This is an optimization exercise on Yosys and OpenROAD, whose aim is small area, a short achievable clock period and few clock cycles per item, not a production implementation. At most, simulation tests tie the RTL to the original design; equivalence was not proved.

==> module iir_df1_biquad_axis, before the edit <==
module iir_df1_biquad_axis
#(
    parameter int unsigned coeff_width  = 16,
    parameter int unsigned inout_width  = 16,
    parameter int unsigned scale_factor = 14,
    parameter int          a1_int_coeff = -31880,
    parameter int          a2_int_coeff = 15531,
    parameter int          bo_int_coeff = 167,
    parameter int          b1_int_coeff = -302,
    parameter int          b2_int_coeff = 167
) (
    input  logic                          clk,
    input  logic                          rst,
    input  logic                          s_axis_tvalid,
    input  logic signed [inout_width-1:0] s_axis_tdata,
    output logic                          m_axis_tready,
    output logic signed [inout_width-1:0] m_axis_tdata,
    output logic                          m_axis_tvalid
);
    logic        v1_q, v2_q, v3_q, v4_q;  
    logic [15:0] hx1_q, hx2_q;            
    logic [15:0] y1_q, y2_q;              
    logic [17:0] r, t_d, t_q;
    logic [25:0] f_d, f_q;
    logic [15:0] y_old;
    logic [31:0] g_d, g_q;
    logic [31:14] acc;
    logic [15:0] y_sat;
    iir_sum_r u_r (.x1(hx1_q), .x2(hx2_q), .s(r));
    iir_sum_t u_t (.x0(s_axis_tdata), .r(r), .s(t_d));
    iir_sum_f u_f (.t(t_q), .x1(hx2_q), .s(f_d));
    assign y_old = v3_q ? y1_q : y2_q;
    iir_sum_g u_g (.f(f_q), .y2(y_old), .s(g_d));
    iir_sum_loop u_loop (.g(g_q), .y1(y1_q), .s(acc));
    iir_biquad_sat #(.acc_width(32), .inout_width(16), .scale_factor(14)) u_sat (
        .acc (acc),
        .y   (y_sat)
    );
    always_ff @(posedge clk) begin
        t_q <= t_d;
        f_q <= f_d;
        g_q <= g_d;
        if (rst) begin
            v1_q  <= 1'b0;
            v2_q  <= 1'b0;
            v3_q  <= 1'b0;
            v4_q  <= 1'b0;
            hx1_q <= '0;
            hx2_q <= '0;
            y1_q  <= '0;
            y2_q  <= '0;
        end else begin
            v1_q <= s_axis_tvalid;
            v2_q <= v1_q;
            v3_q <= v2_q;
            v4_q <= v3_q;
            if (s_axis_tvalid) begin
                hx1_q <= s_axis_tdata;
                hx2_q <= hx1_q;
            end
            if (v3_q) begin
                y1_q <= y_sat;
                y2_q <= y1_q;
            end
        end
    end
    assign m_axis_tready = 1'b1;
    assign m_axis_tdata  = y1_q;
    assign m_axis_tvalid = v4_q;
endmodule
clock: 7.0 ns
lec_check: 0
cap_margin: 20
core_margin: 2
core_utilization: 40
slew_margin: 20
run.sh (not shown) runs the stock make flow with config.mk's settings and CLKGATE_MAP_FILE= SYNTH_SCRIPT=/design/flow/synth_recipe.tcl, a recipe that flattens the netlist after the stock synthesis.
Testbench counts at the start, summed over its fixed seeds: cycles 24,032, items 24,000.
Then changed:
--- a/flow/design.v
+++ b/flow/design.v
@@ -623,23 +623,22 @@
     output logic signed [inout_width-1:0] m_axis_tdata,
     output logic                          m_axis_tvalid
 );
     logic        v1_q, v2_q, v3_q, v4_q;  
     logic [15:0] hx1_q, hx2_q;            
     logic [15:0] y1_q, y2_q;              
+    logic [15:0] yb_q;                    
     logic [17:0] r, t_d, t_q;
     logic [25:0] f_d, f_q;
-    logic [15:0] y_old;
     logic [31:0] g_d, g_q;
     logic [31:14] acc;
     logic [15:0] y_sat;
     iir_sum_r u_r (.x1(hx1_q), .x2(hx2_q), .s(r));
     iir_sum_t u_t (.x0(s_axis_tdata), .r(r), .s(t_d));
     iir_sum_f u_f (.t(t_q), .x1(hx2_q), .s(f_d));
-    assign y_old = v3_q ? y1_q : y2_q;
-    iir_sum_g u_g (.f(f_q), .y2(y_old), .s(g_d));
+    iir_sum_g u_g (.f(f_q), .y2(yb_q), .s(g_d));
     iir_sum_loop u_loop (.g(g_q), .y1(y1_q), .s(acc));
     iir_biquad_sat #(.acc_width(32), .inout_width(16), .scale_factor(14)) u_sat (
         .acc (acc),
         .y   (y_sat)
     );
     always_ff @(posedge clk) begin
@@ -652,12 +651,13 @@
             v3_q  <= 1'b0;
             v4_q  <= 1'b0;
             hx1_q <= '0;
             hx2_q <= '0;
             y1_q  <= '0;
             y2_q  <= '0;
+            yb_q  <= '0;
         end else begin
             v1_q <= s_axis_tvalid;
             v2_q <= v1_q;
             v3_q <= v2_q;
             v4_q <= v3_q;
             if (s_axis_tvalid) begin
@@ -665,12 +665,19 @@
                 hx2_q <= hx1_q;
             end
             if (v3_q) begin
                 y1_q <= y_sat;
                 y2_q <= y1_q;
             end
+            if (v2_q && v3_q) begin
+                yb_q <= y_sat;
+            end else if (v2_q || v3_q) begin
+                yb_q <= y1_q;
+            end else begin
+                yb_q <= y2_q;
+            end
         end
     end
     assign m_axis_tready = 1'b1;
     assign m_axis_tdata  = y1_q;
     assign m_axis_tvalid = v4_q;
 endmodule
Core utilization went down by 1.0 points.
Non-clock buffer count shrinks by 9.
Final area is higher by 2.5%.
First-iteration DRC count rose by 22%.
Wire length climbs by 6.6%.
For the second run of this note, only the layout was checked, not whether the RTL still works.

==> re-timing with driven ports <==
The results above use ideal ports. As a check the final layouts listed here were re-extracted and re-timed, cells and wires unchanged. Step 1 sets driving cells, clkbuf_16 on the clock port and buf_2 on the other inputs (assumed; they add their load-dependent delay and slew). Step 2 also shifts input and output timing later by t, the mid clock arrival at the registers, as if the neighbouring blocks saw the same clock. a / b / c = no drivers / after step 1 / after step 2; a / b = the first two.
| run | shift t [ns] | slack for setup (ns) | latest minus earliest clock arrival (ns) |
|---|---|---|---|
| the first run | 0.486 | 1.386 / 1.386 / 1.386 | 0.011 / 0.011 |
| the second run | 0.480 | 1.988 / 1.988 / 1.988 | 0.013 / 0.013 |
After both steps every run listed still meets setup and hold.
